Context: an optimization exercise on an open-source flow, tuned for small area and a short achievable clock period. The choices shown serve that exercise and are no tape-out recipe.
Function was checked by simulation only, so behaviour that the tests miss may differ from the original.
Power is estimated from default activity; no workload was simulated.

## run A
==> flow/design.v (excerpt) <==
module psum_buffer_top (
  input  logic        CLK,
  input  logic        RESETN,
  input  psum_buf_pkg::acc_params_t acc_params,
  input  psum_buf_pkg::psum_word_t  output_base_addr,
  input  psum_buf_pkg::psum_word_t  mem_ctrl,
  input  logic        act_valid,
  input  psum_buf_pkg::psum_word_t  m_axi_rdata,
  input  logic        m_axi_rvalid_rready,
  input  logic        txn_done,
  input  logic        axi_error,
  output psum_buf_pkg::psum_word_t  pe_status,
  output psum_buf_pkg::psum_word_t  in_psum_out,
  output logic        in_psum_valid,
  output psum_buf_pkg::psum_word_t  m_ar_addr,
  output logic        init_axi_rd_txn
);
  localparam int MEM_BUFFER_PSUMS = 6;
  localparam int MEM_CLEAR_PSUMS  = 7;
  localparam int ST_PSUMS_BUFFERED = 0;
  localparam int ST_FEED_DONE      = 1;
  localparam int ST_PSUM_ERROR     = 16;
  logic       rst_n;
  logic       buffer_req;
  logic       clear_req;
  logic       psums_buffered;
  logic       buffer_error;
  logic       feed_done;
  logic       fifo_pop;
  logic       fifo_empty;
  psum_buf_pkg::psum_word_t fifo_pop_data;
  logic       fill_wr_en;
  psum_buf_pkg::psum_word_t fill_wr_data;
  logic       fill_clear;
  logic       fill_full;
  assign rst_n      = RESETN & ~acc_params.soft_reset;
  assign buffer_req = mem_ctrl[MEM_BUFFER_PSUMS];
  assign clear_req  = mem_ctrl[MEM_CLEAR_PSUMS];
  always_comb begin
    pe_status                    = '0;
    pe_status[ST_PSUMS_BUFFERED] = psums_buffered;
    pe_status[ST_FEED_DONE]      = feed_done;
    pe_status[ST_PSUM_ERROR]     = buffer_error;
  end
  burst_reader u_burst_reader (
    .CLK                 (CLK),
    .rst_n               (rst_n),
    .buffer_req          (buffer_req),
    .clear_req           (clear_req),
    .base_addr           (output_base_addr),
    .m_axi_rdata         (m_axi_rdata),
    .m_axi_rvalid_rready (m_axi_rvalid_rready),
    .txn_done            (txn_done),
  ...
Size in the first run: roughly 4400 cells after synthesis, ~2200 flip-flops, roughly 230 I/O pins, roughly 0.079 mm2 of cells after synthesis.
==> flow/config.mk <==
export PLATFORM = sky130hd
export DESIGN_NAME = psum_buffer_top
export DESIGN_NICKNAME = psum_buffer_top
export VERILOG_FILES = /design/flow/design.v
export SDC_FILE = /design/flow/constraint.sdc
export NUM_CORES = 4
export LEC_CHECK = 0
export CAP_MARGIN = 20
export CORE_MARGIN = 2
export CORE_UTILIZATION = 60
export CTS_CLUSTER_DIAMETER = 100
export CTS_CLUSTER_SIZE = 25
export SETUP_SLACK_MARGIN = 2.5
export SLEW_MARGIN = 20
export TNS_END_PERCENT = 0
==> flow/constraint.sdc <==
create_clock -name core_clock -period 4.5 [get_ports {CLK}]
set_input_delay 0.9000 -clock core_clock [delete_from_list [all_inputs] [get_ports {CLK}]]
set_output_delay 0.9000 -clock core_clock [all_outputs]
set_load 0.01 [all_outputs]
standard.sh (not shown) runs the stock make flow with config.mk's settings and CLKGATE_MAP_FILE= SYNTH_SCRIPT=/design/flow/synth_recipe.tcl, a recipe that flattens the netlist after the stock synthesis.
==> flow/flow/run.sh <==
#!/bin/bash
set -euo pipefail
bash standard.sh "BUFFER_PORTS_ARGS=-buffer_cell sky130_fd_sc_hd__buf_4" finish > flow_make.log 2>&1
Modified inputs, run B compared to run A
--- a/flow/config.mk
+++ b/flow/config.mk
@@ -10 +10 @@
-export CORE_UTILIZATION = 60
+export CORE_UTILIZATION = 70
@@ -13 +13,2 @@
-export SETUP_SLACK_MARGIN = 2.5
+export PLACE_DENSITY = 0.78
+export SETUP_SLACK_MARGIN = 2.0
@@ -15 +15,0 @@
-export TNS_END_PERCENT = 0
==> summary.txt <==
The final layouts of run B and run A pass the timing, DRC and antenna checks. Run A vs run B, critical path launch point: u_psum_fifo.rd_lo[4]$_SDFFE_PP0P_ vs u_psum_fifo.rd_lo[3]$_SDFFE_PP0P_. In run B, the inverter count came out 6 above the value in run A. Run B ends up with lower transition time at the pin with the least slew margin than run A does. Summary — wire length of the first global-routing pass, run B relative to run A: lower, by about 9%. Run B ended with more met1 layer usage reported by global route than run A. Against run A, run B reports a global-route usage that is higher. Relative max-transition margin is higher on run B. Run B -> run A: number of distinct library cell variants in the gate-level netlist after synthesis delta 0, exact match.
Modified inputs, run C compared to run B
--- a/flow/config.mk
+++ b/flow/config.mk
@@ -10 +10 @@
-export CORE_UTILIZATION = 70
+export CORE_UTILIZATION = 60
@@ -13,2 +13,2 @@
-export PLACE_DENSITY = 0.78
-export SETUP_SLACK_MARGIN = 2.0
+export PLACE_DENSITY = 0.7
+export SETUP_SLACK_MARGIN = 2.4
## What came out
- Run C completed; timing, DRC and antenna clean
- Per the comparison of run C with run B, die area +about 16%; count of placed standard cells including taps now larger; maximum frequency grew by 9.8%; number of stages on the worst setup path went down 4; total vias in the final route saw an increase.
- From run B to run C the numbers moved as follows: non-clock buffering overhead in the final layout has increased; power consumption shows no meaningful change.

Another version of the RTL of psum_buffer_top (not shown whole).
For scale: ~4400 cells after synthesis, about 2200 flip-flops, ~230 I/O pins, about 79000 um^2 of cells after synthesis.
clock: 4.5 ns
lec_check: 0
cap_margin: 20
core_margin: 2
core_utilization: 40
setup_slack_margin: 2.0
slew_margin: 20
run.sh (not shown) runs the stock make flow with config.mk's settings and CLKGATE_MAP_FILE= SYNTH_SCRIPT=/design/flow/synth_recipe.tcl, a recipe that flattens the netlist after the stock synthesis.
Stock flow here: none of the scripts above is used.
==> next run, changes <==
--- a/flow/config.mk
+++ b/flow/config.mk
@@ -10 +10 @@
-export CORE_UTILIZATION = 40
+export CORE_UTILIZATION = 60
Worst hold slack gets better by 170 ps.
Power barely changes.
Setup slack gets better by 68 ps.
Non-clock buffer count is lower by 72.
Utilization is higher by 22 points.
Die area is lower by 33%.
Combinational power is lower by 4.4%.
Routed wire length is lower by 6.6%.
Via count is lower by 1.2%.
Critical path depth is lower by 1.
Cell count is lower by 13%.

trial 44:
Another version of the RTL of psum_buffer_top (not shown whole).
Size in the first run: roughly 4,300 cells after synthesis, roughly 2,200 flip-flops, roughly 0.081 mm² of cells after synthesis.
==> flow/config.mk <==
export PLATFORM = sky130hd
export DESIGN_NAME = psum_buffer_top
export DESIGN_NICKNAME = psum_buffer_top
export VERILOG_FILES = /design/flow/design.v
export SDC_FILE = /design/flow/constraint.sdc
export NUM_CORES = 4
export LEC_CHECK = 0
export CAP_MARGIN = 20
export CORE_MARGIN = 2
export CORE_UTILIZATION = 60
export SETUP_SLACK_MARGIN = 2.0
export SLEW_MARGIN = 20
==> flow/constraint.sdc <==
create_clock -name core_clock -period 4.5 [get_ports {CLK}]
set_input_delay 0.9000 -clock core_clock [delete_from_list [all_inputs] [get_ports {CLK}]]
set_output_delay 0.9000 -clock core_clock [all_outputs]
set_load 0.01 [all_outputs]
diff inputs: trial 44 => trial 38
==> flow/flow/run.sh (new file) <==
#!/bin/bash
set -euo pipefail
bash standard.sh "BUFFER_PORTS_ARGS=-buffer_cell sky130_fd_sc_hd__buf_4" MATCH_CELL_FOOTPRINT=0 finish > flow_make.log 2>&1
==> flow/standard.sh (new file) <==
#!/bin/bash
# synth_recipe.tcl (not shown) runs the flow's synth.tcl, then flattens the netlist and writes it again
# the make line also repeats each setting of config.mk as NAME=value (left out here)
make -C /OpenROAD-flow-scripts/flow DESIGN_CONFIG=/design/flow/config.mk WORK_HOME=/design/flow/orfs CLKGATE_MAP_FILE= SYNTH_SCRIPT=/design/flow/synth_recipe.tcl "${@:-finish}"
removed: flow/run.sh
Findings:
Cmp trial 38 vs trial 44: first-iteration DRC count lower in trial 38
A path type of the worst min-delay path of in -> reg is what trial 38 shows, while reg -> reg belongs to trial 44.
Lower clock group share of total power was reported by trial 44, not trial 38.
NOTE via count of the first global-routing pass trial 44->trial 38 decreased slightly
Trial 38 vs trial 44, post-route fraction of the period consumed by the critical path went up by 0.16 points.

psum_buffer_top with an RTL version that a note above also has.
Size in the first run: roughly 4,400 cells after synthesis, about 230 I/O pins, roughly 79,000 um^2 of cells after synthesis.
clock: 4.5 ns
lec_check: 0
cap_margin: 20
core_margin: 2
core_utilization: 60
cts_cluster_diameter: 100
cts_cluster_size: 25
setup_slack_margin: 2.0
slew_margin: 20
standard.sh (not shown) runs the stock make flow with config.mk's settings and CLKGATE_MAP_FILE= SYNTH_SCRIPT=/design/flow/synth_recipe.tcl, a recipe that flattens the netlist after the stock synthesis.
==> flow/flow/run.sh <==
#!/bin/bash
set -euo pipefail
bash standard.sh "BUFFER_PORTS_ARGS=-buffer_cell sky130_fd_sc_hd__buf_4" finish > flow_make.log 2>&1
Edit:
==> flow/run.sh (new file) <==
#!/bin/bash
# synth_recipe.tcl (not shown) runs the flow's synth.tcl, then flattens the netlist and writes it again
# the make line also repeats each setting of config.mk as NAME=value (left out here)
make -C /OpenROAD-flow-scripts/flow DESIGN_CONFIG=/design/flow/config.mk WORK_HOME=/design/flow/orfs CLKGATE_MAP_FILE= SYNTH_SCRIPT=/design/flow/synth_recipe.tcl finish
SETUP_SLACK_MARGIN = 2.4   (was 2.0)
removed: flow/flow/run.sh
removed: flow/standard.sh
=> Area after synthesis does not change; hold slack gains 130 ps; wire length came out higher by 28%.
Edit:
CTS_CLUSTER_DIAMETER = default   (was 100)
CTS_CLUSTER_SIZE = default   (was 25)
SETUP_SLACK_MARGIN = 2.0   (was 2.4)
What happened:
- worst setup slack gets worse by 380 ps
- combinational power is higher by about 8%
- synthesized area is unchanged
Edit:
==> flow/flow/run.sh (new file) <==
#!/bin/bash
set -euo pipefail
bash standard.sh "BUFFER_PORTS_ARGS=-buffer_cell sky130_fd_sc_hd__buf_4" finish > flow_make.log 2>&1
==> flow/standard.sh (new file) <==
#!/bin/bash
# synth_recipe.tcl (not shown) runs the flow's synth.tcl, then flattens the netlist and writes it again
# the make line also repeats each setting of config.mk as NAME=value (left out here)
make -C /OpenROAD-flow-scripts/flow DESIGN_CONFIG=/design/flow/config.mk WORK_HOME=/design/flow/orfs CLKGATE_MAP_FILE= SYNTH_SCRIPT=/design/flow/synth_recipe.tcl "${@:-finish}"
CTS_CLUSTER_DIAMETER = 100   (was default)
CTS_CLUSTER_SIZE = 25   (was default)
SETUP_SLACK_MARGIN = 2.4   (was 2.0)
TNS_END_PERCENT = 50   (was default)
removed: flow/run.sh
After rerunning:
- The changed run passed the timing, DRC and antenna checks
- area after synthesis is unchanged
- cell area goes down by a few percent
- clock skew barely changes
- synthesized cell count does not change
Edit:
CTS_CLUSTER_DIAMETER = default   (was 100)
CTS_CLUSTER_SIZE = default   (was 25)
SETUP_SLACK_MARGIN = 2.0   (was 2.4)
TNS_END_PERCENT = default   (was 50)
Effect: The changed run finished with timing, DRC and antenna clean; design area goes up slightly; count of clock-buffer cells in the layout is higher by 119; sequential cell count does not change.
Edit:
CTS_CLUSTER_DIAMETER = 100   (was default)
CTS_CLUSTER_SIZE = 25   (was default)
SETUP_SLACK_MARGIN = 2.5   (was 2.0)
Power shrinks by 16%.
Flip-flop and latch count does not change.
Critical path depth goes down by 2.

Starting RTL as in the previous note.
Settings: LEC_CHECK=0, CAP_MARGIN=20, CORE_MARGIN=2, CORE_UTILIZATION=60, CTS_CLUSTER_DIAMETER=100, CTS_CLUSTER_SIZE=25, SETUP_SLACK_MARGIN=2.3, SLEW_MARGIN=20; clock period 4.5 ns.
==> flow/flow/run.sh <==
#!/bin/bash
set -euo pipefail
bash standard.sh "BUFFER_PORTS_ARGS=-buffer_cell sky130_fd_sc_hd__buf_4" finish > flow_make.log 2>&1
The starting point went through all stages and came out clean.
Rerun with:
- SETUP_SLACK_MARGIN: 2.3 -> 2.4
Global-route usage rose by 3.5 points.
Sequential share of layout area fell by 2.0 points.
Final area rose by a few percent.
Critical path depth rose by 6.
Rerun with:
- CORE_UTILIZATION: 60 -> 55
Total power barely changes.
Clock skew goes down by 0.021 ns.
Cell count goes up by 0.83%.
Non-clock buffer count goes down by 79.
Combinational power goes up by about 2%.
Routed wire length goes down by 2.3%.
Utilization goes down by 6.6 points.

-- separate check: timing with driven ports --
In the flow no input, the clock included, has a driving cell. The finished layouts below were timed again as built, in two steps. Step 1 (the two cells are an assumption about what drives the block):
set clk [get_ports {CLK}]
set_driving_cell -lib_cell sky130_fd_sc_hd__clkbuf_16 $clk
set_driving_cell -lib_cell sky130_fd_sc_hd__buf_2 [delete_from_list [all_inputs] $clk]
Step 2, shift: input delay + t, output delay - t, t = (earliest + latest rising clock arrival at the registers) / 2. This alone moves slack from input paths to output paths. a / b / c = ideal / step 1 / step 2; a / b = the first two.
run | t, ns | slack for setup (ns) | clock arrival spread, ns | worst slew at a driven data input, ns | cell pins on the clock port's net
run A | 0.823 | 1.915 / 1.915 / 1.610 | 0.031 / 0.031 | 0.18 | 1
run B | 0.811 | 1.800 / 1.800 / 1.366 | 0.044 / 0.043 | 0.12 | 1
run C | 0.821 | 2.040 / 2.040 / 1.440 | 0.043 / 0.043 | 0.33 | 1
the first run of note 2 | 0.949 | 1.913 / 1.914 / 1.012 | 0.055 / 0.056 | 0.17 | 1
the second run of note 2 | 0.915 | 1.982 / 2.002 / 1.099 | 0.031 / 0.031 | 0.23 | 1
trial 44 | 0.919 | 1.858 / 1.858 / 1.025 | 0.031 / 0.031 | 0.24 | 1
trial 38 | 0.926 | 1.851 / 1.851 / 1.368 | 0.034 / 0.034 | 0.27 | 1
the first run of note 4 | 0.814 | 1.935 / 1.935 / 1.290 | 0.035 / 0.036 | 0.12 | 1
the second run of note 4 | 0.838 | 2.240 / 2.240 / 1.584 | 0.045 / 0.046 | 0.26 | 1
the third run of note 4 | 0.895 | 1.861 / 1.861 / 1.096 | 0.029 / 0.029 | 0.10 | 1
the fourth run of note 4 | 0.831 | 2.129 / 2.129 / 1.643 | 0.033 / 0.033 | 0.33 | 1
the fifth run of note 4 | 0.894 | 1.905 / 1.905 / 1.305 | 0.029 / 0.028 | 0.12 | 1
the sixth run of note 4 | 0.857 | 2.089 / 2.089 / 1.646 | 0.055 / 0.054 | 0.30 | 1
the first run of note 5 | 0.831 | 2.029 / 2.029 / 1.548 | 0.047 / 0.047 | 0.31 | 1
the second run of note 5 | 0.831 | 2.187 / 2.187 / 1.718 | 0.052 / 0.052 | 0.36 | 1
the third run of note 5 | 0.833 | 2.115 / 2.115 / 1.582 | 0.035 / 0.035 | 0.29 | 1
After both steps setup and hold are still met in every run listed. For the first run of note 2, which loses most, drivers alone change the setup slack by +0.001 ns; drivers and shift together by -0.901 ns.
